Context: an optimization exercise on an open-source flow, tuned for small area, a short achievable clock period and few clock cycles per item. The choices shown serve that exercise and are no tape-out recipe.
The RTL was checked by simulation tests, not by an equivalence proof against the original design.
No activity file was given, so power comes from the tool's default toggle rates.

==> flow/design.v, too long to show whole: its modules and the start of the top module <==
// module exec_unit: 918 lines
// module tomasulo_core: 77 lines
module tomasulo_core #(
  parameter logic [31:0] REG_INIT = 32'd5
) (
  input  logic        GCLK,
  input  logic        rst,
  input  logic [31:0] inst,          
  input  logic        inst_valid,
  output logic        fetch_en,
  output logic        wb_valid,      
  output logic [31:0] wb_value,
  input  logic [3:0]  dbg_addr,
  output logic [31:0] dbg_data,
  output logic        dbg_pending,
  output logic        idle           
);
  // ...
==> flow/run.sh <==
#!/bin/bash
# synth_recipe.tcl (not shown) runs the flow's synth.tcl, then flattens the netlist and writes it again
# the make line also repeats each setting of config.mk as NAME=value (left out here)
make -C /OpenROAD-flow-scripts/flow DESIGN_CONFIG=/design/flow/config.mk WORK_HOME=/design/flow/orfs CLKGATE_MAP_FILE= SYNTH_SCRIPT=/design/flow/synth_recipe.tcl finish
==> flow/config.mk <==
export PLATFORM = sky130hd
export DESIGN_NAME = tomasulo_core
export DESIGN_NICKNAME = tomasulo_core
export VERILOG_FILES = /design/flow/design.v
export SDC_FILE = /design/flow/constraint.sdc
export NUM_CORES = 4
export LEC_CHECK = 0
export CAP_MARGIN = 20
export CORE_MARGIN = 2
export CORE_UTILIZATION = 40
export SETUP_SLACK_MARGIN = 5
export SLEW_MARGIN = 20
export TNS_END_PERCENT = 10
==> flow/constraint.sdc <==
create_clock -name core_clock -period 12.0 [get_ports {GCLK}]
set_input_delay 2.4000 -clock core_clock [delete_from_list [all_inputs] [get_ports {GCLK}]]
set_output_delay 2.4000 -clock core_clock [all_outputs]
set_load 0.01 [all_outputs]
==> run summary, run 1 <==
Layout non-clock buf frac=4.812%; Slew Viols, Final=0; status=finished clean; Area after DPL=47640 um2; Top pwr grp=registers; max cap viols=0; Max Fclk=0.1363 GHz; Final Skew=0.03652 ns; setup TNS=0 ns; largest family of logic cells by synthesized area=compound AO/OA/AOI/OAI gates; top cells by count, synth=edfxtp_1 (512), clkbuf_1 (412), a22oi_1 (389); ys flop type=edfxtp_1; Startpoint Class=input port; Core Region=112800 um2; Design Area, Final=50600 um2; Post-Synthesis Cells=4621; Final Hold Vio Count=0; Largest register FFs=512; Pint=3.829 mW; Cells after DPL=5849; Hold Crit Depth=1; Total Wirelength=197.3 mm; CP Depth=8; NetSw=1.336 mW; Area Overhead vs Synth=11.05%; CTS tree=built; power consumption=5.165 mW; Min-Delay Path Class=reg2reg; count of input and output buffers=90; Fillers=10.53k; number of antenna diodes=1; pre-CTS setup slack=3.767 ns; Leak=18.01 nW; Starting Density=40.39%; commonest non-fill, non-tap cells in the layout=edfxtp_1 (512), a22oi_1 (389), nor2_1 (355), a22o_1 (326), a221oi_1 (297); CTS Hold Buffers Added=0
Testbench counts, summed over its fixed seeds: cycles 8,282, items 7,706.
==> run 2, diff against run 1 <==
--- a/flow/config.mk
+++ b/flow/config.mk
@@ -11,3 +11,2 @@
 export SETUP_SLACK_MARGIN = 5
 export SLEW_MARGIN = 20
-export TNS_END_PERCENT = 10
==> run 2 against run 1 <==
  * Clock power about the same
  * Core utilization up 0.12 points
  * Worst setup slack better by 0.36 ns
  * Register-to-register slack better by 0.05 ns
  * Cell count about the same
  * Hold slack better by 0.0016 ns
  * Maximum frequency up 5.2%
  * Clock skew down 0.0016 ns
  * Critical path depth unchanged
  * Global-route usage up 0.070 points
  * Synthesized cell count unchanged
  * Critical path type unchanged
  * Largest cell class unchanged
==> run summary, run 2 <==
CTS tree=built; Ys Warns=1; Total Wirelength=199.4 mm (+1.0%); Routed WL per cell=33.22 um; Yosys top cell by area=edfxtp_1; power consumption=5.173 mW (+0.15%); crit path capture=dbg_data[18]; Synth top area share=33.74%; Cell Rows=123; Num CTS Buffers=66; Synth area leaders=edfxtp_1 (34%), fa_1 (9.8%), a22oi_1 (6.4%); Largest Register=rf; via count=42.10k; Top Ports=107; most common cell after layout, fill and taps aside=edfxtp_1; first-pass GRT wire length=280.9 mm; Leak=18.11 nW (+0.55%); sequential share of the synthesized area=39.24%; Mapped Nets=4950; Worst Path Arrival=4.57 ns; Pwr per Cell Area=102.0 nW/um2; die span in x=341.5 um; Clk Latency, worst-skew pair=0.63 ns; Worst setup EP type=output port; final setup margin=5.028 ns; max cap viols=0 (unchanged); final setup vio count=0; Worst R2R End=e_a[31]$_DFF_P_; root buffer cell=clkbuf_16; Max clock buf depth=3; Area Overhead vs Synth=11.34%; Cell Area, Synth=45560 um2; IR drop worst, VDD=0.0001337 V; ys flop type=edfxtp_1; DRT iter0 DRCs=8114; Final Skew=0.03494 ns (-0.001585 ns); top cells by count, synth=edfxtp_1 (512), clkbuf_1 (412), a22oi_1 (389); setup TNS=0 ns (unchanged); Min Clock Period, post-route=6.973 ns; maximum number of pins on one net before global-route repair=81; CP max stage cell=dlygate4sd2_1; die area=116600 um2; Min-Delay Path Class=reg2reg; Post-Synthesis Cells=4621 (unchanged); Starting Density=40.39% (unchanged); pre-CTS setup slack=3.767 ns (unchanged); cell family with most CP delay=simple AND/OR/NAND/NOR gates; gr usage total=32.75%; Detail Route Antenna Nets=0; Core Region=112800 um2 (unchanged); drt first pass iters=14; initial antenna violation count=6; worst-margin pin slew=1.062 ns; top-count cell post-synth=edfxtp_1; flops & latches, synth=637; Slew Viols, Final=0 (unchanged); dpl hpwl=109.3 mm; Final Hold Vio Count=0 (unchanged); flop2flop setup slack=5.15 ns; ys async rst share=0%; DRC=0; Critical Path RT=9.60 ns; fraction of layout cells with a size suffix above 1=9.582%; Critical Setup Path Class=in2out; CP startpoint=dbg_addr[1]; Slowest Stage Delay on Critical Path=0.40 ns; Clock transition at path regs=0.06 ns; Max Fclk=0.1434 GHz (+5.2%); Synth Area per Inst=9.860 um2; vias in the first global route=39.86k; Clock Sinks=637; Worst Path Buf+Inv=3; Final period util=58.10%; nets@finish=4776; H-tree depth=3; RSZ-0062 raised after global routing=true; commonest non-fill, non-tap cells in the layout=edfxtp_1 (512), a22oi_1 (389), nor2_1 (356), a22o_1 (326), a221oi_1 (293); grt total ovfl=0; status=finished clean; R2R Path Start=e_a[12]$_DFF_P_; Vias/cell=7.016; Cell variety after synth=73; Worst R2R Path Depth=24; Max transition margin=29.11%; CP Depth=8 (unchanged); die height=341.5 um; number of synthesized flops with an enable pin=512; largest fanout on the critical path=32; Largest register FFs=512 (unchanged); count of input and output buffers=90 (unchanged); gpl congestion=0.9289; crit-path cells=buf_4 -> and2_1 -> and3_2 -> buf_8 -> a22o_1 -> a221oi_1 -> nand4_1 -> dlygate4sd2_1; Startpoint Class=input port
[run 2: cell counts after synthesis]
Identical to the previous run, type by type.
[run 2: power by group]
part / internal (mW) / leakage, nW / total [mW] / switching [mW]
Combinational: 0.190 / 11.3 / 0.532 / 0.342
Clock: 1.17 / 1.04 / 2.05 / 0.885
Sequential: 2.48 / 5.74 / 2.59 / 0.114
Total: 3.83 / 18.1 / 5.17 / 1.34
[run 2: logic make-up after synthesis]
kind of cell,Yosys count,synth area share [%]
adders and majority gates,334,12.62
muxes,37,0.8458
buffers and inverters,770,6.470
DFF,637,39.24
xor gates and xnor gates,238,4.635
AOI/OAI and AO/OA,1649,26.49
and+or+nand+nor,956,9.707
[run 2: layout make-up]
type	instances	area, um2
Fill cell	10520	62080
Clock buffer	92	1878
Antenna cell	3	7.507
Inverter	282	1081
Tap cell	1500	1877
Clock inverter	27	235.2
Sequential cell	637	17920
Multi-Input combinational cell	3214	25240
Timing Repair Buffer	246	2496
[run 2: how the worst min path moves through the flow]
stage	startpoint	to	slack (ns)	depth (start not counted)
after floorplan	e_dst[2]$_DFF_P_	w_dst[2]$_DFF_P_	0.39	0
after global placement	halted$_SDFFE_PP0P_	e_valid$_SDFF_PP0_	0.42	1
after detailed placement	halted$_SDFFE_PP0P_	e_valid$_SDFF_PP0_	0.43	1
after CTS	halted$_SDFFE_PP0P_	e_valid$_SDFF_PP0_	0.44	1
after global routing	e_dst[0]$_DFF_P_	w_dst[0]$_DFF_P_	0.45	0
final	halted$_SDFFE_PP0P_	e_valid$_SDFF_PP0_	0.44	1
[run 2: repair_timing]
action	CTS	global route
gates cloned	0	6
endpoints found under the setup margin	76	51
pin swaps	16	11
hold buffers	0	0
hold endpoints to repair	0	0
setup buffers	10	13
gates resized for setup	140	116
[run 2: stage by stage]
step	instance area (um2)	instances	hold slack [ns]	utilization, %
2_1_floorplan	45560	4621	0.3950	-
6_report	50730	6001	0.4360	44.97
5_1_grt	50720	5998	0.4526	44.96
4_1_cts	50110	5978	0.4391	44.42
3_3_place_gp	47640	5849	0.4188	42.23
3_5_place_dp	47640	5849	0.4273	42.23
[run 2: routing by layer]
metal	wire, um	track usage, %	part of all wire [%]
met1	72660	42.38	36
met2	83660	48.50	42
met3	29610	10.63	15
met4	13340	17.69	6.7
met5	92	0.1634	0.046
[run 2: worst register-to-register path: stages, from the launching register on]
cell      delay, ns
dfxtp_1        0.30
buf_4          0.37
inv_4          0.23
maj3_1         0.39
a21oi_1        0.18
nor2_1         0.10
fa_1           0.59
inv_1          0.07
fa_1           0.49
fa_1           0.46
fa_1           0.49
fa_1           0.62
inv_1          0.07
ha_1           0.21
ha_1           0.29
ha_2           0.31
and2_1         0.20
and3_1         0.21
nand2_1        0.07
nand3_1        0.09
a31oi_2        0.21
nand3b_1       0.17
o21ai_0        0.12
xnor2_1        0.30
mux2i_1        0.14
==> run 3, diff against run 2 <==
--- a/flow/config.mk
+++ b/flow/config.mk
@@ -8,5 +8,5 @@
 export CAP_MARGIN = 20
 export CORE_MARGIN = 2
-export CORE_UTILIZATION = 40
+export CORE_UTILIZATION = 50
 export SETUP_SLACK_MARGIN = 5
 export SLEW_MARGIN = 20
==> run 3 against run 2 <==
  * Still clean
  * Routed wire length is 0.17% lower
  * Synthesized cell count stayed put
  * Cell count decreased by 5.5%
  * Die area shrank 20%
  * Hold slack lost 0.0016 ns
  * Maximum frequency is 0.67% lower
  * Non-clock buffer count increased by 1
  * Critical path type unchanged
  * Largest cell class unchanged
  * Highest routed layer unchanged
==> run summary, run 3 <==
maximum number of pins on one net before global-route repair=76 (-6.2%); Worst setup EP type=output port; CP max stage cell=nand4_1; Post-Synthesis Cells=4621 (unchanged); Total Wirelength=199.0 mm (-0.17%); top cells by count, synth=edfxtp_1 (512), clkbuf_1 (412), a22oi_1 (389); most common cell after layout, fill and taps aside=edfxtp_1; Final Hold Vio Count=0 (unchanged); Vias/cell=7.384 (+5.3%); Synth Area per Inst=9.860 um2 (unchanged); Final Skew=0.04732 ns (+0.01238 ns); Cell variety after synth=73 (unchanged); CP Depth=8 (unchanged); root buffer cell=clkbuf_16; Cell Rows=110 (-11%); via count=41.85k (-0.59%); Hold Crit Depth=1 (unchanged); Largest Register=rf; Mapped Nets=4950 (unchanged); Clock Sinks=637 (unchanged); Starting Density=50.54% (+10 points); Final period util=58.49% (+0.39 points); Worst Path Buf+Inv=3 (unchanged); ys async rst share=0% (unchanged); CTS tree=built; Max transition margin=17.90% (-11 points); gpl congestion=0.9622 (+3.6%); Clk Latency, worst-skew pair=0.68 ns (+0.05 ns); grt total ovfl=0 (unchanged); final setup vio count=0 (unchanged); Cell Area, Synth=45560 um2 (unchanged); max cap viols=0 (unchanged); cell family with most CP delay=simple AND/OR/NAND/NOR gates; RSZ-0062 raised after global routing=true; die area=93560 um2 (-20%); Critical Path RT=9.60 ns (about the same); Leak=18.03 nW (-0.44%); Worst R2R Path Depth=25 (+4.2%); setup TNS=0 ns (unchanged); crit-path cells=clkbuf_4 -> and2_1 -> and3_4 -> buf_4 -> a22o_1 -> a221oi_1 -> nand4_1 -> buf_2; Routed WL per cell=35.11 um (+5.7%); die height=305.9 um (-10%); die span in x=305.9 um (-10%); Max Fclk=0.1425 GHz (-0.67%); nets@finish=4770 (-0.13%); Core Region=90150 um2 (-20%); Startpoint Class=input port; Ys Warns=1 (unchanged); gr usage total=41.47% (+8.7 points); top-count cell post-synth=edfxtp_1; Clock transition at path regs=0.06 ns (about the same); Slew Viols, Final=0 (unchanged); ys flop type=edfxtp_1; DRT iter0 DRCs=8204 (+1.1%); final std cells w/o fill=5668 (-5.5%); Slowest Stage Delay on Critical Path=0.41 ns (about the same); largest fanout on the critical path=16 (-50%); initial antenna violation count=4 (-2); worst-margin pin slew=1.227 ns (+0.1655 ns); count of input and output buffers=90 (unchanged); DRC=0 (unchanged); Min-Delay Path Class=reg2reg; commonest non-fill, non-tap cells in the layout=edfxtp_1 (512), a22oi_1 (389), nor2_1 (360), a22o_1 (326), a221oi_1 (296); Pwr per Cell Area=102.5 nW/um2 (+0.50%); first-pass GRT wire length=283.9 mm (+1.1%); H-tree depth=2 (-1); sequential share of the synthesized area=39.24% (unchanged); Area Overhead vs Synth=9.902%; Detail Route Antenna Nets=0 (unchanged); Min Clock Period, post-route=7.019 ns (+0.04688 ns); number of synthesized flops with an enable pin=512 (unchanged); flops & latches, synth=637 (unchanged); drt first pass iters=15 (+1); Yosys top cell by area=edfxtp_1; Final Util=55.55% (+11 points); fraction of layout cells with a size suffix above 1=8.907% (-0.68 points); Top Ports=107 (unchanged); dpl hpwl=114.1 mm (+4.4%); Max clock buf depth=3 (unchanged); vias in the first global route=39.75k (-0.28%); Worst Path Arrival=4.62 ns (+0.05 ns); Critical Setup Path Class=in2out; IR drop worst, VDD=0.0001267 V (-5.2%); Cells after DPL=5533 (-5.4%); status=finished clean; Synth top area share=33.74% (unchanged); Num CTS Buffers=59 (-11%); Largest register FFs=512 (unchanged); Synth area leaders=edfxtp_1 (34%), fa_1 (9.8%), a22oi_1 (6.4%)
[run 3: layout make-up]
class                      count  area (um2)
fill                        8020       40070
multi-input combinational   3214       25160
sequential                   637       17900
timing repair buffer         247        2440
clock buffer                  74        1575
tap                         1176        1471
inverter                     282        1072
clock inverter                37       457.9
antenna                        1       2.502
[run 3: final timing paths]
| check | startpoint | to | slack, ns |
|---|---|---|---|
| worst max-delay path | dbg_addr[3] | dbg_data[30] | 4.98 |
| worst min-delay path | halted$_SDFFE_PP0P_ | e_valid$_SDFF_PP0_ | 0.43 |
| worst max register to register | e_b[9]$_DFF_P_ | e_b[27]$_DFF_P_ | 5.24 |
| worst min register to register | halted$_SDFFE_PP0P_ | e_valid$_SDFF_PP0_ | 0.43 |
[run 3: worst reg2reg max path, stage by stage (launching register included)]
cell and delay [ns]:
dfxtp_2 0.33, buf_8 0.31, xor2_2 0.34, nor2b_2 0.37, buf_4 0.23, a22oi_1 0.08
a21oi_1 0.28, fa_1 0.46, inv_1 0.09, fa_1 0.17, inv_1 0.06, fa_1 0.53
inv_1 0.06, fa_1 0.53, inv_1 0.05, fa_1 0.48, ha_1 0.21, ha_1 0.29
ha_2 0.39, and2_1 0.17, and3_1 0.20, nand2_1 0.06, nand3_1 0.09, a31oi_2 0.06
xnor2_1 0.62, a21oi_1 0.15
[run 3: per-stage QoR]
stage / setup WS (ns) / power (mW) / cell area, um2 / hold WS (ns)
floorplan: 5.517 / 2.892 / 45560 / 0.3950
global placement: 3.664 / 3.133 / 47290 / 0.4197
detailed placement: 3.624 / 3.135 / 47290 / 0.4158
CTS: 4.952 / 5.104 / 49710 / 0.4419
global route: 4.941 / 5.260 / 50070 / 0.4594
finish: 4.981 / 5.132 / 50080 / 0.4344
[run 3: what timing repair did]
action | 4_1_cts | 5_1_grt
hold buffers | 0 | 0
setup buffers | 14 | 8
pin swaps | 16 | 3
cloned | 0 | 1
setup endpoints to repair | 66 | 49
endpoints found under the hold margin | 0 | 0
gates resized for setup | 115 | 77
[run 3: power breakdown]
| part | total (mW) | internal [mW] | switching [mW] | leakage, nW |
|---|---|---|---|---|
| registers | 2.58 | 2.48 | 0.105 | 5.73 |
| clock network | 2.01 | 1.13 | 0.879 | 0.986 |
| logic | 0.543 | 0.187 | 0.356 | 11.3 |
| total | 5.13 | 3.79 | 1.34 | 18.0 |
[run 3: per-layer routing]
layer	wire (um)	share of wire (%)	vias up	GRT usage, %
li1	-	-	16980	-
met1	70240	35	19970	52.97
met2	84000	42	3847	61.59
met3	29740	15	1054	13.98
met4	14970	7.5	6	23.52
met5	72	0.036	-	0.4651
[run 3: cells by family after synthesis]
group	synth area share, %
xor gates and xnor gates	4.635
adders and majority gates	12.62
AOI/OAI and AO/OA	26.49
buffers and inverters	6.470
DFF	39.24
muxes	0.8458
and+or+nand+nor	9.707
==> run 4, diff against run 3 <==
--- a/flow/config.mk
+++ b/flow/config.mk
@@ -9,4 +9,6 @@
 export CORE_MARGIN = 2
 export CORE_UTILIZATION = 50
+export CTS_CLUSTER_DIAMETER = 100
+export CTS_CLUSTER_SIZE = 30
 export SETUP_SLACK_MARGIN = 5
 export SLEW_MARGIN = 20
==> run 4 against run 3 <==
  * Clock power decreased by 44%
  * Clock skew shrank 0.013 ns
  * Critical path depth unchanged
  * Maximum frequency hardly changed
  * Flip-flop and latch count unchanged
  * Sequential power hardly changed
  * Highest routed layer unchanged
==> run summary, run 4 <==
nets@finish=4736 (-0.71%); via count=41.65k (-0.49%); max cap viols=0 (unchanged); Max clock buf depth=3 (unchanged); flops & latches, synth=637 (unchanged); register area=17900 um2 (about the same); combinational fraction of design power=12.8% (+2.2 points); NetSw=1.167 mW (-13%); Multi-input gate area=25170 um2 (about the same); final setup vio count=0 (unchanged); Clk Latency, worst-skew pair=0.66 ns (-0.02 ns); Startpoint Class=input port; top-count cell post-synth=edfxtp_1; Pint=3.088 mW (-19%); sequential share of power=60.6% (+10 points); CTS tree=built; commonest non-fill, non-tap cells in the layout=edfxtp_1 (512), a22oi_1 (389), nor2_1 (359), a22o_1 (326), a221oi_1 (296); top cells by count, synth=edfxtp_1 (512), clkbuf_1 (412), a22oi_1 (389); Clk pwr share=26.7% (-12 points); Max transition margin=31.17% (+13 points); die area=93560 um2 (unchanged); Max Fclk=0.1425 GHz (about the same); CP max stage cell=clkdlybuf4s50_1; first-pass GRT wire length=281.8 mm (-0.74%); switch share=27.43% (+1.3 points); Top Ports=107 (unchanged); ys async rst share=0% (unchanged); Worst Path Buf+Inv=3 (unchanged); Slowest Stage Delay on Critical Path=0.51 ns (+0.10 ns); drt first pass iters=9 (-6); IR drop worst, VDD=0.0001735 V (+37%); Min-Delay Path Class=reg2reg; pre-CTS setup slack=3.624 ns (unchanged); grt total ovfl=0 (unchanged); Num CTS Buffers=26 (-56%); WHS=0.4487 ns (+0.01430 ns); root buffer cell=clkbuf_16; Total Wirelength=197.4 mm (-0.82%); final setup margin=4.983 ns (+0.002400 ns); Cells after DPL=5533 (unchanged); Core Region=90150 um2 (unchanged); Fillers=8118 (+1.2%); initial antenna violation count=3 (-1); H-tree depth=1 (-1); Synth Area per Inst=9.860 um2 (unchanged); most common cell after layout, fill and taps aside=edfxtp_1; Yosys top cell by area=edfxtp_1; RSZ-0062 raised after global routing=true; Routed WL per cell=35.22 um (+0.29%); Worst Path Arrival=4.62 ns (about the same); sequential share of the synthesized area=39.24% (unchanged); DRT iter0 DRCs=8132 (-0.88%); Final period util=58.47% (about the same); Detail Route Antenna Nets=0 (unchanged); Area Overhead vs Synth=7.217%; Leak=17.45 nW (-3.2%); Cell Rows=110 (unchanged); final std cells w/o fill=5605 (-1.1%); worst-margin pin slew=1.031 ns (-0.1963 ns); Largest Register=rf; die span in x=305.9 um (unchanged); Final Skew=0.03391 ns (-0.01342 ns); Vias/cell=7.430 (+0.62%); crit-path cells=buf_2 -> nor2_1 -> and3_2 -> buf_8 -> a22o_1 -> a221oi_1 -> nand4_1 -> clkdlybuf4s50_1; Critical Setup Path Class=in2out; number of synthesized flops with an enable pin=512 (unchanged); fraction of layout cells with a size suffix above 1=7.680% (-1.2 points); Clock Sinks=637 (unchanged); Mapped Nets=4950 (unchanged); Ys Warns=1 (unchanged); die height=305.9 um (unchanged); count of input and output buffers=90 (unchanged); gpl congestion=0.9622 (unchanged); Largest register FFs=512 (unchanged); Post-Synthesis Cells=4621 (unchanged); largest fanout on the critical path=32 (+16); Critical Path RT=9.60 ns (about the same); Starting Density=50.54% (unchanged); Synth top area share=33.74% (unchanged); status=finished clean; CTS Hold Buffers Added=0 (unchanged); Area after DPL=47290 um2 (unchanged); Cell Area, Synth=45560 um2 (unchanged); vias in the first global route=39.39k (-0.91%); Min Clock Period, post-route=7.017 ns (-0.002400 ns); Pwr per Cell Area=87.10 nW/um2 (-15%); gr usage total=41.07% (-0.39 points); cell family with most CP delay=buffers and inverters; Synth area leaders=edfxtp_1 (34%), fa_1 (9.8%), a22oi_1 (6.4%); Clock transition at path regs=0.11 ns (+0.05 ns); dpl hpwl=114.1 mm (unchanged); maximum number of pins on one net before global-route repair=76 (unchanged); setup TNS=0 ns (unchanged); Design Area, Final=48850 um2 (-2.4%); Worst setup EP type=output port; ys flop type=edfxtp_1; Final Hold Vio Count=0 (unchanged); DRC=0 (unchanged); Slew Viols, Final=0 (unchanged); Cell variety after synth=73 (unchanged)
## run 4: cells by family after synthesis
| logic type | after synthesis | share of synthesized area, % |
|---|---|---|
| AOI/OAI and AO/OA | 1649 | 26.49 |
| and+or+nand+nor | 956 | 9.707 |
| buffers and inverters | 770 | 6.470 |
| DFF | 637 | 39.24 |
| adders and majority gates | 334 | 12.62 |
| xor gates and xnor gates | 238 | 4.635 |
| muxes | 37 | 0.8458 |
## run 4: per-layer routing
metal / GRT usage (%) / share of wire (%) / up-vias / routed length (um)
li1: - / - / 16870 / -
met1: 53.00 / 35 / 19840 / 69340
met2: 61.05 / 42 / 3883 / 83230
met3: 12.82 / 15 / 1055 / 29680
met4: 23.61 / 7.6 / 4 / 15020
met5: 0.2067 / 0.061 / - / 121
## run 4: final cells by class
cell class | count | share of cell area [%]
Antenna cell | 2 | 0.01024
Clock buffer | 43 | 1.462
Clock inverter | 5 | 0.1690
Inverter | 282 | 2.195
Multi-Input combinational cell | 3214 | 51.53
Sequential cell | 637 | 36.65
Tap cell | 1176 | 3.012
Timing Repair Buffer | 246 | 4.976
## run 4: path summary, 6_finish.rpt
| path | from | end | slack [ns] | depth (start not counted) |
|---|---|---|---|---|
| setup / recovery | dbg_addr[1] | dbg_data[12] | 4.98 | 8 |
| hold / removal | halted$_SDFFE_PP0P_ | e_valid$_SDFF_PP0_ | 0.45 | 1 |
| setup reg to reg | e_b[12]$_DFF_P_ | e_b[27]$_DFF_P_ | 5.17 | 22 |
| hold reg to reg | halted$_SDFFE_PP0P_ | e_valid$_SDFF_PP0_ | 0.45 | 1 |
## run 4: what timing repair did
action / 4_1_cts / 5_1_grt
setup endpoints to repair: 68 / 50
buffers inserted: 14 / 7
pin swaps: 15 / 3
resized for setup: 115 / 82
cloned: 0 / 1
## run 4: power groups by stage
stage	combinational [mW]	sequential (mW)	clock, mW
floorplan	0.302	2.59	0
CTS	0.521	2.57	1.14
finish	0.543	2.58	1.13
global placement	0.510	2.62	0
global route	0.580	2.58	1.21
detailed placement	0.512	2.62	0
## run 4: per-stage QoR
step | utilization, % | total power [mW]
4_1_cts | 53.77 | 4.231
3_5_place_dp | 52.46 | 3.135
2_1_floorplan | - | 2.892
3_3_place_gp | 52.46 | 3.133
6_report | 54.19 | 4.255
5_1_grt | 54.18 | 4.370
==> run 5, diff against run 4 <==
--- a/flow/config.mk
+++ b/flow/config.mk
@@ -10,5 +10,5 @@
 export CORE_UTILIZATION = 50
 export CTS_CLUSTER_DIAMETER = 100
-export CTS_CLUSTER_SIZE = 30
+export CTS_CLUSTER_SIZE = 24
 export SETUP_SLACK_MARGIN = 5
 export SLEW_MARGIN = 20
==> run 5 against run 4 <==
  * Maximum frequency is 0.40% higher
  * Sequential share of layout area is 0.083 points lower
  * Worst setup slack better by 0.028 ns
  * Non-clock buffer count is 1 lower
  * Register-to-register slack worse by 0.02 ns
  * Routed wire length is 0.25% higher
  * Global-route usage is 0.061 points higher
  * Total power is 2.1% higher
  * First-iteration DRC count is 3.7% higher
  * Clock power is 8% higher
  * Hold slack worse by 0.0029 ns
  * Count of clock-buffer cells in the layout is 10 higher
==> run summary, run 5 <==
Design Area, Final=48960 um2 (+0.23%); ys flop type=edfxtp_1; CP max stage cell=nand4_1; sequential share of the synthesized area=39.24% (unchanged); uppermost layer routed=met5; Final Util=54.31% (+0.12 points); max cap viols=0 (unchanged); Slew Viols, Final=0 (unchanged); die area=93560 um2 (unchanged); Final period util=58.24% (-0.24 points); top-count cell post-synth=edfxtp_1; largest fanout on the critical path=15 (-53%); largest family of logic cells by synthesized area=compound AO/OA/AOI/OAI gates; Clock Sinks=637 (unchanged); grt total ovfl=0 (unchanged); nets@finish=4739 (+0.063%); Synth Area per Inst=9.860 um2 (unchanged); Slowest Stage Delay on Critical Path=0.52 ns (about the same); Synth top area share=33.74% (unchanged); IR drop worst, VDD=0.0001345 V (-22%); Mapped Nets=4950 (unchanged); Compound-Gate Fraction of Synth Area=26.49% (unchanged); Post-Synth Adder-Cell Area=12.62% (unchanged); top cells by count, synth=edfxtp_1 (512), clkbuf_1 (412), a22oi_1 (389); Post-Synth Simple-Gate Area=9.707% (unchanged); power consumption=4.344 mW (+2.1%); Core Region=90150 um2 (unchanged); Top Ports=107 (unchanged); setup TNS=0 ns (unchanged); Yosys top cell by area=edfxtp_1; Min Clock Period, post-route=6.989 ns (-0.02828 ns); ys async rst share=0% (unchanged); Total Wirelength=197.9 mm (+0.25%); first-pass GRT wire length=282.2 mm (+0.15%); Max transition margin=29.78% (-1.4 points); via count=41.77k (+0.30%); WHS=0.4458 ns (-0.002892 ns); Vias/cell=7.445 (+0.20%); routed metal-1 wirelength=69.43 mm (+0.13%); Worst R2R Path Depth=22 (unchanged); status=finished clean; Largest register FFs=512 (unchanged); Ys Warns=1 (unchanged); Cell Rows=110 (unchanged); Final Hold Vio Count=0 (unchanged); Critical Setup Path Class=in2out; DRC=0 (unchanged); commonest non-fill, non-tap cells in the layout=edfxtp_1 (512), a22oi_1 (389), nor2_1 (359), a22o_1 (326), a221oi_1 (296); gpl congestion=0.9622 (unchanged); cell family with most CP delay=simple AND/OR/NAND/NOR gates; Worst setup EP type=output port; crit path capture=dbg_data[2]; count of input and output buffers=90 (unchanged); Largest Register=rf; RSZ-0062 raised after global routing=false; Pwr per Cell Area=88.71 nW/um2 (+1.8%); Worst Path Arrival=4.59 ns (-0.03 ns); most common cell after layout, fill and taps aside=edfxtp_1; final setup vio count=0 (unchanged); Clock transition at path regs=0.10 ns (about the same); XOR/XNOR share of the synthesized area=4.635% (unchanged); Max clock buf depth=3 (unchanged); worst-margin pin slew=1.050 ns (+0.01868 ns); flops & latches, synth=637 (unchanged); post-synthesis mux area share=0.8458% (unchanged); Worst R2R End=e_b[27]$_DFF_P_; gr usage total=41.13% (+0.061 points); Num CTS Buffers=30 (+15%); number of synthesized flops with an enable pin=512 (unchanged); Startpoint Class=input port; final setup margin=5.011 ns (+0.02828 ns); Post-Synthesis Cells=4621 (unchanged); Min-Delay Path Class=reg2reg; Max Fclk=0.1431 GHz (+0.40%); Routed WL per cell=35.27 um (+0.14%); flop2flop setup slack=5.15 ns (-0.02 ns); R2R Path Start=e_a[12]$_DFF_P_; vias in the first global route=39.45k (+0.16%); Cell variety after synth=73 (unchanged); Cell Area, Synth=45560 um2 (unchanged); drt first pass iters=10 (+1); Met3 Wirelength=30.16 mm (+1.6%); Starting Density=50.54% (unchanged); Critical Path RT=9.60 ns (about the same); Area Overhead vs Synth=7.461%; H-tree depth=1 (unchanged); Detail Route Antenna Nets=0 (unchanged); Hold Crit Depth=1 (unchanged); Cells after DPL=5533 (unchanged); die span in x=305.9 um (unchanged); initial antenna violation count=4 (+1); CP Depth=8 (unchanged); CTS Hold Buffers Added=0 (unchanged); root buffer cell=clkbuf_16; final std cells w/o fill=5611 (+0.11%); CTS tree=built; Area after DPL=47290 um2 (unchanged); maximum number of pins on one net before global-route repair=76 (unchanged); DR WL met2=83.03 mm (-0.24%); CP startpoint=dbg_addr[3]; Final Skew=0.03722 ns (+0.003310 ns); Synth area leaders=edfxtp_1 (34%), fa_1 (9.8%), a22oi_1 (6.4%); pre-CTS setup slack=3.624 ns (unchanged); Worst Path Buf+Inv=2 (-1); crit-path cells=clkbuf_4 -> and2_1 -> a32o_1 -> a21oi_1 -> nand3_1 -> nor2_1 -> nand4_1 -> buf_2; fraction of layout cells with a size suffix above 1=7.736% (+0.056 points); Leak=17.47 nW (about the same); dpl hpwl=114.1 mm (unchanged); die height=305.9 um (unchanged); DRT iter0 DRCs=8432 (+3.7%); Clk Latency, worst-skew pair=0.67 ns (about the same)
-- run 5: final cells by class --
| cell class | count | area [um2] |
|---|---|---|
| fillers | 8105 | 41190 |
| multi-input cells | 3214 | 25170 |
| flip-flops and latches | 637 | 17900 |
| repair buffers | 245 | 2441 |
| well taps | 1176 | 1471 |
| inverters | 282 | 1072 |
| clock buffers | 53 | 858.3 |
| clock inverters | 3 | 40.04 |
| diodes | 1 | 2.502 |
-- run 5: cell families (layout without fill, tap and decap cells) --
family                     Yosys count  count (layout)
adders and majority gates          334             334
xor gates and xnor gates           238             238
other                                0               1
and+or+nand+nor                    956             956
muxes                               37              37
buffers and inverters              770             583
AOI/OAI and AO/OA                 1649            1649
DFF                                637             637
-- run 5: worst register-to-register path: stages (launching register included) --
cell	delay [ns]
dfxtp_1	0.34
buf_6	0.33
clkinv_4	0.29
maj3_1	0.40
a21oi_1	0.16
nor2_1	0.08
fa_1	0.64
inv_1	0.08
fa_1	0.48
fa_1	0.45
fa_1	0.49
fa_1	0.60
inv_1	0.07
ha_1	0.19
ha_1	0.29
ha_2	0.39
and2_1	0.17
and3_1	0.20
nand2_1	0.06
nand3_1	0.09
a31oi_2	0.06
xnor2_1	0.67
a21oi_1	0.15
-- run 5: timing repair --
| action | 4_1_cts | 5_1_grt |
|---|---|---|
| setup endpoints to repair | 68 | 53 |
| pin swaps | 15 | 3 |
| hold endpoints to repair | 0 | 0 |
| buffers inserted | 14 | 6 |
| gates cloned | 0 | 1 |
| gates resized for setup | 116 | 85 |
-- run 5: per-layer routing --
layer,vias up,GRT usage (%)
li1,16880,-
met1,19770,52.87
met2,4034,61.22
met3,1086,13.27
met4,4,23.32
met5,-,0
-- run 5: how the worst min path moves through the flow --
stage	from	slack [ns]	to
after floorplan	e_dst[2]$_DFF_P_	0.39	w_dst[2]$_DFF_P_
after global placement	halted$_SDFFE_PP0P_	0.42	e_valid$_SDFF_PP0_
after detailed placement	halted$_SDFFE_PP0P_	0.42	e_valid$_SDFF_PP0_
after CTS	halted$_SDFFE_PP0P_	0.45	e_valid$_SDFF_PP0_
after global routing	e_dst[0]$_DFF_P_	0.46	w_dst[0]$_DFF_P_
final	halted$_SDFFE_PP0P_	0.45	e_valid$_SDFF_PP0_
-- run 5: where the power goes --
group	switching [mW]	leakage (nW)	internal, mW
sequential	0.105	5.73	2.47
combinational	0.356	11.3	0.188
clock	0.712	0.430	0.510
==> run 6, diff against run 5 <==
--- a/flow/config.mk
+++ b/flow/config.mk
@@ -11,4 +11,5 @@
 export CTS_CLUSTER_DIAMETER = 100
 export CTS_CLUSTER_SIZE = 24
+export PLACE_DENSITY = 0.75
 export SETUP_SLACK_MARGIN = 5
 export SLEW_MARGIN = 20
==> run 6 against run 5 <==
  * Still clean on timing, DRC and antenna
  * Sequential share of layout area is essentially flat
  * Clock skew shrank 0.012 ns
  * First-iteration DRC count grew 11%
  * Die area is the same
  * Worst setup slack lost 0.094 ns
  * Non-clock buffer count shrank 3
  * Register-to-register slack gained 0.06 ns
  * Core utilization grew 0.13 points
  * Synthesized area is the same
  * Hold slack lost 0.0094 ns
  * Critical path type unchanged
==> run summary, run 6 <==
Total Wirelength=187.9 mm (-5.1%); ys async rst share=0% (unchanged); Starting Density=50.54% (unchanged); Final Util=54.44% (+0.13 points); status=finished clean; combinational fraction of design power=12.1% (-0.4 points); Cell Area, Synth=45560 um2 (unchanged); nets@finish=4738 (-0.021%); Slew Viols, Final=0 (unchanged); largest fanout on the critical path=32 (+17); H-tree depth=1 (unchanged); Worst Path Buf+Inv=3 (+1); Final Skew=0.02486 ns (-0.01236 ns); Critical Setup Path Class=in2out; Largest register FFs=512 (unchanged); crit-path cells=clkbuf_4 -> and2_2 -> and3_2 -> buf_12 -> a22o_1 -> a221oi_1 -> nand4_1 -> buf_2; Clock Sinks=637 (unchanged); Clk pwr share=28.1% (about the same); gpl congestion=0.9879 (+2.7%); grt total ovfl=0 (unchanged); pre-CTS setup slack=3.961 ns (+0.3371 ns); Max clock buf depth=3 (unchanged); worst-margin pin slew=1.036 ns (-0.01351 ns); Post-Synthesis Cells=4621 (unchanged); Slowest Stage Delay on Critical Path=0.52 ns (about the same); sequential share of power=59.8% (+0.4 points); maximum number of pins on one net before global-route repair=69 (-9.2%); top cells by count, synth=edfxtp_1 (512), clkbuf_1 (412), a22oi_1 (389); first-pass GRT wire length=267.3 mm (-5.3%); via count=42.56k (+1.9%); switch share=26.98% (about the same); Worst R2R Path Depth=25 (+14%); Clock transition at path regs=0.09 ns (about the same); cell family with most CP delay=simple AND/OR/NAND/NOR gates; Routed WL per cell=33.49 um (-5.0%); Yosys top cell by area=edfxtp_1; CTS tree=built; Top Ports=107 (unchanged); RSZ-0062 raised after global routing=true; sequential share of the synthesized area=39.24% (unchanged); setup TNS=0 ns (unchanged); dpl hpwl=104.4 mm (-8.5%); Final Hold Vio Count=0 (unchanged); die height=305.9 um (unchanged); Num CTS Buffers=31 (+3.3%); final setup margin=4.917 ns (-0.09433 ns); gr usage total=38.32% (-2.8 points); DRT iter0 DRCs=9348 (+11%); commonest non-fill, non-tap cells in the layout=edfxtp_1 (512), a22oi_1 (389), nor2_1 (358), a22o_1 (326), a221oi_1 (295); NetSw=1.169 mW (-0.31%); Max Fclk=0.1412 GHz (-1.3%); Synth Area per Inst=9.860 um2 (unchanged); Min-Delay Path Class=reg2reg; Largest Register=rf; Min Clock Period, post-route=7.083 ns (+0.09433 ns); Worst setup EP type=output port; root buffer cell=clkbuf_16; Pwr per Cell Area=88.29 nW/um2 (-0.48%); Mapped Nets=4950 (unchanged); IR drop worst, VDD=0.0001379 V (+2.5%); CP max stage cell=nand4_1; Max transition margin=30.92% (+1.1 points); Final period util=59.03% (+0.79 points); Startpoint Class=input port; Vias/cell=7.588 (+1.9%); number of synthesized flops with an enable pin=512 (unchanged); Pint=3.164 mW (-0.21%); top-count cell post-synth=edfxtp_1; Area Overhead vs Synth=7.716%; Hold Crit Depth=0 (-1); number of antenna diodes=0 (-1); Cell variety after synth=73 (unchanged); CP Depth=8 (unchanged); Worst Path Arrival=4.68 ns (+0.09 ns); die area=93560 um2 (unchanged); Core Region=90150 um2 (unchanged); ys flop type=edfxtp_1; DRC=0 (unchanged); max cap viols=0 (unchanged); Cell Rows=110 (unchanged); die span in x=305.9 um (unchanged); vias in the first global route=40.17k (+1.8%); final setup vio count=0 (unchanged); Ys Warns=1 (unchanged); Leak=17.47 nW (about the same); Clk Latency, worst-skew pair=0.67 ns (about the same); count of input and output buffers=90 (unchanged); Detail Route Antenna Nets=0 (unchanged); Critical Path RT=9.60 ns (about the same); flops & latches, synth=637 (unchanged); initial antenna violation count=3 (-1); Synth top area share=33.74% (unchanged); fraction of layout cells with a size suffix above 1=7.783% (+0.047 points); drt first pass iters=11 (+1); Synth area leaders=edfxtp_1 (34%), fa_1 (9.8%), a22oi_1 (6.4%); most common cell after layout, fill and taps aside=edfxtp_1
## run 6: cell types whose count changed in the layout (fill, tap and decap cells not counted), sizes merged, moves of 2 or more
| cell | before | now |
|---|---|---|
| clkdlybuf4s50 | 61 | 59 |
| dlygate4sd2 | 13 | 20 |
| buf | 155 | 151 |
| inv | 277 | 282 |
| clkinv | 5 | 1 |
| dlymetal6s2s | 5 | 1 |
## run 6: area by class of cell
type | instances | area, um2
Inverter | 282 | 1079
Sequential cell | 637 | 17930
Multi-Input combinational cell | 3215 | 25170
Timing Repair Buffer | 242 | 2524
Tap cell | 1176 | 1471
Clock inverter | 3 | 38.79
Clock buffer | 54 | 872.1
Fill cell | 7714 | 41070
## run 6: power groups by stage
stage	registers, mW	clock network (mW)	logic, mW
after floorplan	2.59	0	0.302
after global placement	2.63	0	0.472
after detailed placement	2.63	0	0.480
after CTS	2.58	1.21	0.487
after global routing	2.60	1.28	0.557
final	2.59	1.22	0.525
## run 6: per-layer routing
| metal | wire length [um] | part of all wire [%] | track usage (%) |
|---|---|---|---|
| met5 | 165 | 0.088 | 0.8269 |
| met2 | 75770 | 40 | 54.64 |
| met1 | 61380 | 33 | 47.92 |
| met4 | 16200 | 8.6 | 23.71 |
| met3 | 34350 | 18 | 16.27 |
## run 6: final timing paths
| check | end | slack [ns] | startpoint |
|---|---|---|---|
| worst min register to register | w_dst[3]$_DFF_P_ | 0.44 | e_dst[3]$_DFF_P_ |
| worst min-delay path | w_dst[3]$_DFF_P_ | 0.44 | e_dst[3]$_DFF_P_ |
| worst max register to register | e_b[26]$_DFF_P_ | 5.21 | e_b[0]$_DFF_P_ |
| worst max-delay path | dbg_data[3] | 4.92 | dbg_addr[3] |
## run 6: cell families after synthesis
family,share of synthesized area (%)
multiplexers,0.8458
adder cells (fa/ha/maj),12.62
AO/OA/AOI/OAI,26.49
AND/OR/NAND/NOR,9.707
flip-flops,39.24
XOR/XNOR,4.635
buffers and inverters,6.470
## run 6: timing repair
| item | CTS | global route |
|---|---|---|
| setup endpoints to repair | 72 | 58 |
| pin swaps | 11 | 8 |
| gates resized for setup | 121 | 133 |
| setup buffers | 7 | 15 |
| gates cloned | 0 | 6 |
| hold buffers | 0 | 0 |
| endpoints found under the hold margin | 0 | 0 |
## run 6: metrics by stage
stage / total power [mW] / area, um2 / cells / hold WS (ns)
2_1_floorplan: 2.892 / 45560 / 4621 / 0.3950
3_3_place_gp: 3.101 / 47210 / 5524 / 0.4190
3_5_place_dp: 3.113 / 47210 / 5524 / 0.4115
4_1_cts: 4.277 / 48450 / 5588 / 0.4399
5_1_grt: 4.436 / 49080 / 5609 / 0.4463
6_report: 4.333 / 49080 / 5609 / 0.4363
==> run 7, diff against run 6 <==
--- a/flow/config.mk
+++ b/flow/config.mk
@@ -8,8 +8,7 @@
 export CAP_MARGIN = 20
 export CORE_MARGIN = 2
-export CORE_UTILIZATION = 50
+export CORE_UTILIZATION = 40
 export CTS_CLUSTER_DIAMETER = 100
 export CTS_CLUSTER_SIZE = 24
-export PLACE_DENSITY = 0.75
 export SETUP_SLACK_MARGIN = 5
 export SLEW_MARGIN = 20
==> run 7 against run 6 <==
  * Still clean on timing, DRC and antenna
  * Synthesized cell count is the same
  * Maximum frequency is 0.84% higher
  * Hold slack better by 0.0053 ns
  * Total power shrank 0.17%
  * Design area grew 0.89%
  * Clock power barely moved
  * Via count is 1.6% lower
  * Sequential power hardly changed
  * Global-route usage decreased by 5.9 points
  * Routed wire length rose by 5.6%
  * Largest power group unchanged
==> run summary, run 7 <==
status=finished clean; Cells after DPL=5849 (+5.9%); count of input and output buffers=90 (unchanged); combinational fraction of design power=12.3% (+0.2 points); root buffer cell=clkbuf_16; H-tree depth=1 (unchanged); Cell Rows=123 (+12%); Vias/cell=7.048 (-7.1%); sequential share of power=59.8% (about the same); worst-margin pin slew=1.066 ns (+0.02943 ns); Cell Area, Synth=45560 um2 (unchanged); top cells by count, synth=edfxtp_1 (512), clkbuf_1 (412), a22oi_1 (389); Largest register FFs=512 (unchanged); routed metal-1 wirelength=72.26 mm (+18%); die span in x=341.5 um (+12%); Post-Synthesis Cells=4621 (unchanged); DR WL met2=83.84 mm (+11%); Met3 Wirelength=29.17 mm (-15%); initial antenna violation count=2 (-1); Ys Warns=1 (unchanged); Worst setup EP type=output port; Max transition margin=28.86% (-2.1 points); final std cells w/o fill=5941 (+5.9%); Top Ports=107 (unchanged); ys async rst share=0% (unchanged); Final period util=58.53% (-0.49 points); Min-Delay Path Class=reg2reg; Total Wirelength=198.5 mm (+5.6%); Clk Latency, worst-skew pair=0.67 ns (about the same); ys flop type=edfxtp_1; Min Clock Period, post-route=7.024 ns (-0.05909 ns); Cell variety after synth=73 (unchanged); most common cell after layout, fill and taps aside=edfxtp_1; Fillers=10.62k (+38%); Pwr per Cell Area=87.36 nW/um2 (-1.1%); Synth top area share=33.74% (unchanged); Synth area leaders=edfxtp_1 (34%), fa_1 (9.8%), a22oi_1 (6.4%); Max Fclk=0.1424 GHz (+0.84%); flops & latches, synth=637 (unchanged); vias in the first global route=39.66k (-1.3%); Clock Sinks=637 (unchanged); Clock transition at path regs=0.09 ns (about the same); Critical Path RT=9.60 ns (about the same); Leak=17.51 nW (+0.18%); Slew Viols, Final=0 (unchanged); Critical Setup Path Class=in2out; top-count cell post-synth=edfxtp_1; CTS Hold Buffers Added=0 (unchanged); maximum number of pins on one net before global-route repair=81 (+17%); Pint=3.155 mW (-0.30%); flop2flop setup slack=5.18 ns (-0.03 ns); number of synthesized flops with an enable pin=512 (unchanged); Yosys top cell by area=edfxtp_1; fraction of layout cells with a size suffix above 1=8.315% (+0.53 points); Max clock buf depth=3 (unchanged); Core Region=112800 um2 (+25%); Final Hold Vio Count=0 (unchanged); Design Area, Final=49520 um2 (+0.89%); Worst Path Arrival=4.62 ns (-0.06 ns); first-pass GRT wire length=279.4 mm (+4.5%); setup TNS=0 ns (unchanged); nets@finish=4743 (+0.11%); Final Skew=0.02822 ns (+0.003361 ns); via count=41.87k (-1.6%); Area Overhead vs Synth=8.675%; Clk pwr share=27.8% (-0.3 points); Detail Route Antenna Nets=0 (unchanged); CTS tree=built; die height=341.5 um (+12%); Synth Area per Inst=9.860 um2 (unchanged); gr usage total=32.43% (-5.9 points); DRT iter0 DRCs=7952 (-15%); Startpoint Class=input port; gpl congestion=0.9289 (-6.0%); sequential share of the synthesized area=39.24% (unchanged); Starting Density=40.39% (-10 points); Mapped Nets=4950 (unchanged); Routed WL per cell=33.40 um (-0.26%); commonest non-fill, non-tap cells in the layout=edfxtp_1 (512), a22oi_1 (389), nor2_1 (355), a22o_1 (326), a221oi_1 (292); switch share=27.07% (+0.098 points); die area=116600 um2 (+25%); dpl hpwl=109.3 mm (+4.7%); IR drop worst, VDD=0.0001350 V (-2.1%); final setup vio count=0 (unchanged); Final Util=43.89% (-11 points); Largest Register=rf; DRC=0 (unchanged); NetSw=1.171 mW (+0.19%); uppermost layer routed=met5; Area after DPL=47640 um2 (+0.91%); grt total ovfl=0 (unchanged); drt first pass iters=14 (+3); largest fanout on the critical path=32 (unchanged); Num CTS Buffers=30 (-3.2%); max cap viols=0 (unchanged); power consumption=4.326 mW (-0.17%); RSZ-0062 raised after global routing=false
-- run 7: cell counts after synthesis --
No cell type changed its count.
-- run 7: what timing repair did --
| action | in CTS | in global routing |
|---|---|---|
| setup endpoints to repair | 76 | 56 |
| gates cloned | 0 | 7 |
| setup buffers | 12 | 13 |
| resized for setup | 146 | 106 |
| pin swaps | 15 | 9 |
-- run 7: cell families (layout without fill, tap and decap cells) --
| logic type | Yosys count | count (layout) | share of synthesized area, % |
|---|---|---|---|
| compound gates | 1649 | 1649 | 26.49 |
| simple gates | 956 | 956 | 9.707 |
| buf+inv | 770 | 587 | 6.470 |
| flops | 637 | 637 | 39.24 |
| fa+ha+maj | 334 | 334 | 12.62 |
| xor+xnor | 238 | 238 | 4.635 |
| mux | 37 | 37 | 0.8458 |
| other cells | 0 | 3 | 0 |
-- run 7: path summary, 6_finish.rpt --
path                  startpoint            endpoint  cells after the start
min          halted$_SDFFE_PP0P_  e_valid$_SDFF_PP0_                      1
max                  dbg_addr[3]         dbg_data[0]                      9
min reg2reg  halted$_SDFFE_PP0P_  e_valid$_SDFF_PP0_                      1
max reg2reg       e_a[2]$_DFF_P_     e_a[31]$_DFF_P_                     25
-- run 7: through the flow --
| step | worst slack [ns] | hold slack [ns] |
|---|---|---|
| floorplan | 5.517 | 0.3950 |
| global placement | 3.810 | 0.4188 |
| detailed placement | 3.767 | 0.4273 |
| CTS | 4.882 | 0.4451 |
| global route | 4.976 | 0.4590 |
| finish | 4.976 | 0.4416 |
-- run 7: power groups by stage --
stage	logic [mW]	clock network, mW	registers [mW]
after detailed placement	0.493	0	2.63
after floorplan	0.302	0	2.59
after global routing	0.572	1.28	2.59
final	0.534	1.20	2.59
after global placement	0.489	0	2.63
after CTS	0.501	1.21	2.58
-- run 7: cell type report --
| type | instances | area, um2 | share of cell area (%) |
|---|---|---|---|
| inverter | 282 | 1084 | 2.188 |
| tap | 1500 | 1877 | 3.790 |
| sequential | 637 | 17920 | 36.19 |
| clock buffer | 54 | 862.1 | 1.741 |
| clock inverter | 2 | 15.01 | 0.03032 |
| antenna | 3 | 7.507 | 0.01516 |
| timing repair buffer | 249 | 2526 | 5.102 |
| multi-input combinational | 3214 | 25220 | 50.94 |
-- run 7: per-layer routing --
metal  global-route usage, %  vias to the layer above
met5                  0.7761                        -
met4                   17.49                        4
met3                   9.756                      969
met2                   48.25                     3856
met1                   42.24                    20140
li1                        -                    16910
-- run 7: critical path: stages --
cell,delay (ns)
buf_4,0.18
and2_2,0.25
and3_2,0.23
buf_8,0.26
a22o_1,0.29
a221oi_1,0.27
and3_1,0.20
nand4_1,0.22
clkdlybuf4s15_1,0.31
==> run 8, diff against run 7 <==
--- a/flow/config.mk
+++ b/flow/config.mk
@@ -10,5 +10,5 @@
 export CORE_UTILIZATION = 40
 export CTS_CLUSTER_DIAMETER = 100
-export CTS_CLUSTER_SIZE = 24
+export CTS_CLUSTER_SIZE = 20
 export SETUP_SLACK_MARGIN = 5
 export SLEW_MARGIN = 20
==> run 8 against run 7 <==
  * Register-to-register slack about the same
  * Combinational power about the same
  * Hold slack worse by 0.0026 ns
  * First-iteration DRC count increased by 2.0%
  * Global-route usage up 0.064 points
  * Die area unchanged
  * Critical endpoint is now dbg_data[6]
==> run summary, run 8 <==
Clk Latency, worst-skew pair=0.61 ns (-0.06 ns); DRC=0 (unchanged); die span in x=341.5 um (unchanged); Hold Crit Depth=1 (unchanged); Ys Warns=1 (unchanged); gr usage total=32.49% (+0.064 points); worst-margin pin slew=1.062 ns (-0.003465 ns); Yosys top cell by area=edfxtp_1; DRT iter0 DRCs=8111 (+2.0%); Cell Rows=123 (unchanged); Worst setup EP type=output port; Area Overhead vs Synth=9.213%; routed metal-1 wirelength=71.73 mm (-0.73%); status=finished clean; Critical Path RT=9.60 ns (about the same); count of input and output buffers=90 (unchanged); Worst R2R Path Depth=23 (-8.0%); Min Clock Period, post-route=7.051 ns (+0.02695 ns); Met3 Wirelength=29.74 mm (+2.0%); Max Fclk=0.1418 GHz (-0.38%); number of synthesized flops with an enable pin=512 (unchanged); Clock transition at path regs=0.09 ns (about the same); setup TNS=0 ns (unchanged); Area after DPL=47640 um2 (unchanged); uppermost layer routed=met5; Pwr per Cell Area=89.97 nW/um2 (+3.0%); sequential share of the synthesized area=39.24% (unchanged); Cell Area, Synth=45560 um2 (unchanged); Min-Delay Path Class=reg2reg; Top Ports=107 (unchanged); ys async rst share=0% (unchanged); top-count cell post-synth=edfxtp_1; Worst Path Arrival=4.65 ns (+0.03 ns); most common cell after layout, fill and taps aside=edfxtp_1; Synth top area share=33.74% (unchanged); drt first pass iters=12 (-2); die height=341.5 um (unchanged); Largest Register=rf; Design Area, Final=49760 um2 (+0.50%); Final Hold Vio Count=0 (unchanged); nets@finish=4749 (+0.13%); Cell variety after synth=73 (unchanged); max cap viols=0 (unchanged); Synth area leaders=edfxtp_1 (34%), fa_1 (9.8%), a22oi_1 (6.4%); Final Skew=0.02628 ns (-0.001943 ns); Post-Synthesis Cells=4621 (unchanged); flops & latches, synth=637 (unchanged); Total Wirelength=198.6 mm (about the same); dpl hpwl=109.3 mm (unchanged); Num CTS Buffers=37 (+23%); Slew Viols, Final=0 (unchanged); Startpoint Class=input port; Starting Density=40.39% (unchanged); final setup vio count=0 (unchanged); Detail Route Antenna Nets=0 (unchanged); Clock Sinks=637 (unchanged); RSZ-0062 raised after global routing=false; largest fanout on the critical path=32 (unchanged); IR drop worst, VDD=0.0001313 V (-2.8%); Leak=17.61 nW (+0.62%); Core Region=112800 um2 (unchanged); via count=41.82k (-0.12%); H-tree depth=2 (+1); fraction of layout cells with a size suffix above 1=8.496% (+0.18 points); Synth Area per Inst=9.860 um2 (unchanged); maximum number of pins on one net before global-route repair=81 (unchanged); first-pass GRT wire length=279.3 mm (about the same); die area=116600 um2 (unchanged); Critical Setup Path Class=in2out; gpl congestion=0.9289 (unchanged); Mapped Nets=4950 (unchanged); Max transition margin=29.09% (+0.23 points); Routed WL per cell=33.37 um (about the same); Max clock buf depth=3 (unchanged); Final period util=58.76% (+0.22 points); CTS Hold Buffers Added=0 (unchanged); ys flop type=edfxtp_1; Vias/cell=7.028 (-0.29%); vias in the first global route=39.66k (+0.0050%); root buffer cell=clkbuf_16; commonest non-fill, non-tap cells in the layout=edfxtp_1 (512), a22oi_1 (389), nor2_1 (356), a22o_1 (326), a221oi_1 (292); Largest register FFs=512 (unchanged); initial antenna violation count=7 (+5); DR WL met2=83.49 mm (-0.41%); top cells by count, synth=edfxtp_1 (512), clkbuf_1 (412), a22oi_1 (389); grt total ovfl=0 (unchanged); CTS tree=built
## run 8: final timing paths
path | start | to | slack [ns]
hold reg to reg | halted$_SDFFE_PP0P_ | e_valid$_SDFF_PP0_ | 0.44
setup reg to reg | e_b[1]$_DFF_P_ | e_a[31]$_DFF_P_ | 5.18
setup / recovery | dbg_addr[3] | dbg_data[6] | 4.95
hold / removal | halted$_SDFFE_PP0P_ | e_valid$_SDFF_PP0_ | 0.44
## run 8: metal layers
layer | track usage, % | vias to the layer above
li1 | - | 16920
met2 | 48.09 | 3760
met4 | 17.99 | 8
met5 | 0.1634 | -
met3 | 9.950 | 986
met1 | 42.30 | 20150
## run 8: report_power, final
part           switching, mW  total, mW  internal (mW)
logic                  0.343      0.534          0.191
clock network          0.751       1.36          0.606
registers              0.113       2.59           2.47
total                   1.21       4.48           3.27
## run 8: cells by family after synthesis
logic type,after synthesis,synth area share [%]
mux,37,0.8458
flops,637,39.24
buf+inv,770,6.470
simple gates,956,9.707
compound gates,1649,26.49
xor+xnor,238,4.635
fa+ha+maj,334,12.62
## run 8: per-stage QoR
step | setup WS (ns) | hold slack [ns] | utilization, % | std cells | total power, mW
2_1_floorplan | 5.517 | 0.3950 | - | 4621 | 2.892
3_3_place_gp | 3.810 | 0.4188 | 42.23 | 5849 | 3.119
3_5_place_dp | 3.767 | 0.4273 | 42.23 | 5849 | 3.125
4_1_cts | 4.882 | 0.4437 | 43.53 | 5926 | 4.440
5_1_grt | 4.988 | 0.4562 | 44.11 | 5949 | 4.600
6_report | 4.949 | 0.4390 | 44.11 | 5951 | 4.477
## run 8: final cells by class
| cell class | count | area, um2 |
|---|---|---|
| inverter | 282 | 1081 |
| antenna | 2 | 5.005 |
| multi-input combinational | 3214 | 25240 |
| timing repair buffer | 248 | 2537 |
| clock buffer | 65 | 1052 |
| tap | 1500 | 1877 |
| fill | 10590 | 63050 |
| clock inverter | 3 | 42.54 |
| sequential | 637 | 17920 |
## run 8: timing repair
action / CTS / global route
setup buffers: 9 / 15
gates cloned: 0 / 7
endpoints found under the setup margin: 76 / 57
resized for setup: 144 / 116
endpoints found under the hold margin: 0 / 0
pin swaps: 14 / 16
## run 8: worst max-delay path, cell delays in order
cell and delay, ns:
buf_4 0.17, and2_2 0.24, and3_2 0.23, buf_12 0.18
a22o_1 0.29, a221oi_1 0.26, nand4_1 0.37, dlygate4sd2_1 0.40
==> run 9, diff against run 8 <==
--- a/flow/config.mk
+++ b/flow/config.mk
@@ -6,9 +6,7 @@
 export NUM_CORES = 4
 export LEC_CHECK = 0
-export CAP_MARGIN = 20
+export CAP_MARGIN = 0
 export CORE_MARGIN = 2
 export CORE_UTILIZATION = 40
-export CTS_CLUSTER_DIAMETER = 100
-export CTS_CLUSTER_SIZE = 20
 export SETUP_SLACK_MARGIN = 5
-export SLEW_MARGIN = 20
+export SLEW_MARGIN = 0
==> run 9 against run 8 <==
  * Sequential share of layout area fell by 0.69 points
  * Total power rose by 16%
  * Sequential power barely moved
  * Worst setup slack improved by 0.061 ns
  * Clock power rose by 51%
  * Routed wire length rose by 0.33%
  * Critical path type unchanged
  * Critical endpoint is now dbg_data[18]
  * Highest routed layer unchanged
==> run summary, run 9 <==
Top Ports=107 (unchanged); Area Overhead vs Synth=11.32%; count of input and output buffers=90 (unchanged); die span in x=341.5 um (unchanged); Vias/cell=7.007 (-0.30%); status=finished clean; Fillers=10.52k (-0.68%); Cell Rows=123 (unchanged); Post-Synthesis Cells=4621 (unchanged); Worst setup EP type=output port; Num CTS Buffers=66 (+78%); Met3 Wirelength=30.16 mm (+1.4%); Leak=18.10 nW (+2.8%); vias in the first global route=39.86k (+0.50%); Mapped Nets=4950 (unchanged); Final Skew=0.03456 ns (+0.008281 ns); register area=17920 um2 (about the same); CP max stage cell=dlygate4sd2_1; Largest register FFs=512 (unchanged); grt total ovfl=0 (unchanged); top cells by count, synth=edfxtp_1 (512), clkbuf_1 (412), a22oi_1 (389); Core Region=112800 um2 (unchanged); Final Hold Vio Count=0 (unchanged); crit-path cells=buf_4 -> and2_1 -> and3_2 -> buf_8 -> a22o_1 -> a221oi_1 -> nand4_1 -> dlygate4sd2_1; Largest Register=rf; die area=116600 um2 (unchanged); flops & latches, synth=637 (unchanged); final setup vio count=0 (unchanged); Synth top area share=33.74% (unchanged); Clock Sinks=637 (unchanged); Multi-input gate area=25240 um2 (about the same); most common cell after layout, fill and taps aside=edfxtp_1; Synth area leaders=edfxtp_1 (34%), fa_1 (9.8%), a22oi_1 (6.4%); root buffer cell=clkbuf_16; H-tree depth=3 (+1); Ys Warns=1 (unchanged); gr usage total=32.75% (+0.25 points); WHS=0.4364 ns (-0.002621 ns); largest fanout on the critical path=32 (unchanged); sequential share of the synthesized area=39.24% (unchanged); Critical Setup Path Class=in2out; Cell variety after synth=73 (unchanged); Clk Latency, worst-skew pair=0.63 ns (+0.02 ns); CTS tree=built; Min-Delay Path Class=reg2reg; cell family with most CP delay=simple AND/OR/NAND/NOR gates; Max clock buf depth=3 (unchanged); commonest non-fill, non-tap cells in the layout=edfxtp_1 (512), a22oi_1 (389), nor2_1 (355), a22o_1 (326), a221oi_1 (293); routed metal-1 wirelength=72.24 mm (+0.72%); setup TNS=0 ns (unchanged); Pwr per Cell Area=102.0 nW/um2 (+13%); ys async rst share=0% (unchanged); fraction of layout cells with a size suffix above 1=9.584% (+1.1 points); Final period util=58.25% (-0.51 points); Clock transition at path regs=0.06 ns (-0.03 ns); initial antenna violation count=6 (-1); number of synthesized flops with an enable pin=512 (unchanged); via count=42.04k (+0.51%); RSZ-0062 raised after global routing=true; dpl hpwl=109.3 mm (unchanged); Area after DPL=47640 um2 (unchanged); drt first pass iters=10 (-2); top-count cell post-synth=edfxtp_1; maximum number of pins on one net before global-route repair=81 (unchanged); nets@finish=4775 (+0.55%); first-pass GRT wire length=280.9 mm (+0.58%); DRT iter0 DRCs=7959 (-1.9%); Min Clock Period, post-route=6.990 ns (-0.06115 ns); Max transition margin=27.37% (-1.7 points); DRC=0 (unchanged); Slew Viols, Final=0 (unchanged); Total Wirelength=199.3 mm (+0.33%); Design Area, Final=50720 um2 (+1.9%); Startpoint Class=input port; Synth Area per Inst=9.860 um2 (unchanged); Cell Area, Synth=45560 um2 (unchanged); uppermost layer routed=met5; IR drop worst, VDD=0.0001345 V (+2.4%); max cap viols=0 (unchanged); Routed WL per cell=33.21 um (-0.48%); Critical Path RT=9.60 ns (about the same); ys flop type=edfxtp_1; gpl congestion=0.9289 (unchanged); CTS Hold Buffers Added=0 (unchanged); Max Fclk=0.1431 GHz (+0.88%); Worst Path Arrival=4.59 ns (-0.06 ns); Starting Density=40.39% (unchanged); Worst Path Buf+Inv=3 (unchanged); die height=341.5 um (unchanged); Detail Route Antenna Nets=0 (unchanged); Slowest Stage Delay on Critical Path=0.41 ns (about the same); Yosys top cell by area=edfxtp_1; worst-margin pin slew=1.088 ns (+0.02581 ns); DR WL met2=83.52 mm (about the same)
==> run 9: changes by cell type in the layout (fill, tap and decap cells not counted), sizes merged <==
| cell | before | now |
|---|---|---|
| bufinv | 0 | 3 |
| clkinvlp | 2 | 6 |
| dlygate4sd2 | 20 | 19 |
| inv | 281 | 284 |
| clkdlybuf4s15 | 3 | 4 |
| clkbuf | 78 | 101 |
| buf | 153 | 154 |
| clkinv | 2 | 16 |
==> run 9: area by class of cell <==
class | instances | area share [%]
antenna | 2 | 0.009867
sequential | 637 | 35.33
inverter | 282 | 2.131
multi-input combinational | 3214 | 49.76
clock buffer | 92 | 3.703
clock inverter | 27 | 0.4638
tap | 1500 | 3.700
timing repair buffer | 245 | 4.906
==> run 9: worst paths after layout <==
check	start	cells past startpoint	end	slack, ns
setup / recovery	dbg_addr[1]	8	dbg_data[18]	5.01
hold / removal	halted$_SDFFE_PP0P_	1	e_valid$_SDFF_PP0_	0.44
setup reg to reg	e_b[7]$_DFF_P_	25	e_a[31]$_DFF_P_	5.16
hold reg to reg	halted$_SDFFE_PP0P_	1	e_valid$_SDFF_PP0_	0.44
==> run 9: timing repair <==
| action | in CTS | in global routing |
|---|---|---|
| setup buffers | 10 | 13 |
| gates cloned | 0 | 6 |
| pin swaps | 16 | 11 |
| setup endpoints to repair | 76 | 51 |
| gates resized for setup | 140 | 117 |
==> run 9: routing by layer <==
layer  vias up  track usage (%)
li1      17000                -
met3       996            10.63
met4        12            17.69
met2      3824            48.50
met5         -           0.1634
met1     20210            42.38
==> run 9: cells by family (layout without fill, tap and decap cells) <==
logic type | after synthesis | count (layout) | share of synthesized area (%)
muxes | 37 | 37 | 0.8458
AOI/OAI and AO/OA | 1649 | 1649 | 26.49
adders and majority gates | 334 | 334 | 12.62
xor gates and xnor gates | 238 | 238 | 4.635
other | 0 | 2 | 0
DFF | 637 | 637 | 39.24
and+or+nand+nor | 956 | 956 | 9.707
buffers and inverters | 770 | 646 | 6.470
==> run 9: stage by stage <==
stage / instances / util, % / power (mW) / setup WS (ns)
after floorplan: 4621 / - / 2.892 / 5.517
after global placement: 5849 / 42.23 / 3.119 / 3.810
after detailed placement: 5849 / 42.23 / 3.125 / 3.767
after CTS: 5978 / 44.42 / 5.143 / 4.935
after global routing: 5997 / 44.96 / 5.306 / 4.955
final: 5999 / 44.96 / 5.173 / 5.010
==> run 9: power by group <==
group | switching [mW] | internal, mW
registers | 0.114 | 2.48
clock network | 0.887 | 1.17
logic | 0.341 | 0.190

==> separate check: timing with driven ports <==
Ports are ideal in the flow. The routed layouts listed here were re-timed in OpenROAD. Step 1 assumes that a clkbuf_16 drives the clock port and a buf_2 every other input. Step 2 also shifts input and output timing later by t, the mid clock arrival at the registers, as if the neighbouring blocks saw the same clock. a / b / c = no drivers / after step 1 / after step 2; a / b = the first two.
run | shift t [ns] | setup slack, ns | worst hold slack (ns) | latest minus earliest clock arrival (ns) | worst register clock-pin slew, ns
run 1 | 0.680 | 4.663 / 4.643 / 4.643 | 0.434 / 0.434 / 0.434 | 0.039 / 0.039 | 0.07 / 0.07
run 2 | 0.684 | 5.027 / 5.000 / 5.000 | 0.436 / 0.436 / 0.436 | 0.037 / 0.037 | 0.07 / 0.07
run 3 | 0.726 | 4.981 / 4.955 / 4.955 | 0.434 / 0.434 / 0.434 | 0.048 / 0.049 | 0.07 / 0.07
run 4 | 0.712 | 4.983 / 4.961 / 4.961 | 0.449 / 0.449 / 0.449 | 0.041 / 0.041 | 0.12 / 0.12
run 5 | 0.716 | 5.011 / 4.986 / 4.986 | 0.446 / 0.446 / 0.446 | 0.038 / 0.039 | 0.11 / 0.11
run 6 | 0.711 | 4.917 / 4.893 / 4.893 | 0.436 / 0.436 / 0.436 | 0.030 / 0.030 | 0.10 / 0.10
run 7 | 0.719 | 4.976 / 4.952 / 4.952 | 0.442 / 0.442 / 0.442 | 0.032 / 0.032 | 0.11 / 0.11
run 8 | 0.656 | 4.949 / 4.924 / 4.924 | 0.439 / 0.439 / 0.439 | 0.029 / 0.030 | 0.10 / 0.10
run 9 | 0.683 | 5.010 / 4.983 / 4.983 | 0.436 / 0.436 / 0.436 | 0.037 / 0.037 | 0.07 / 0.07
After both steps every run listed still meets setup and hold.
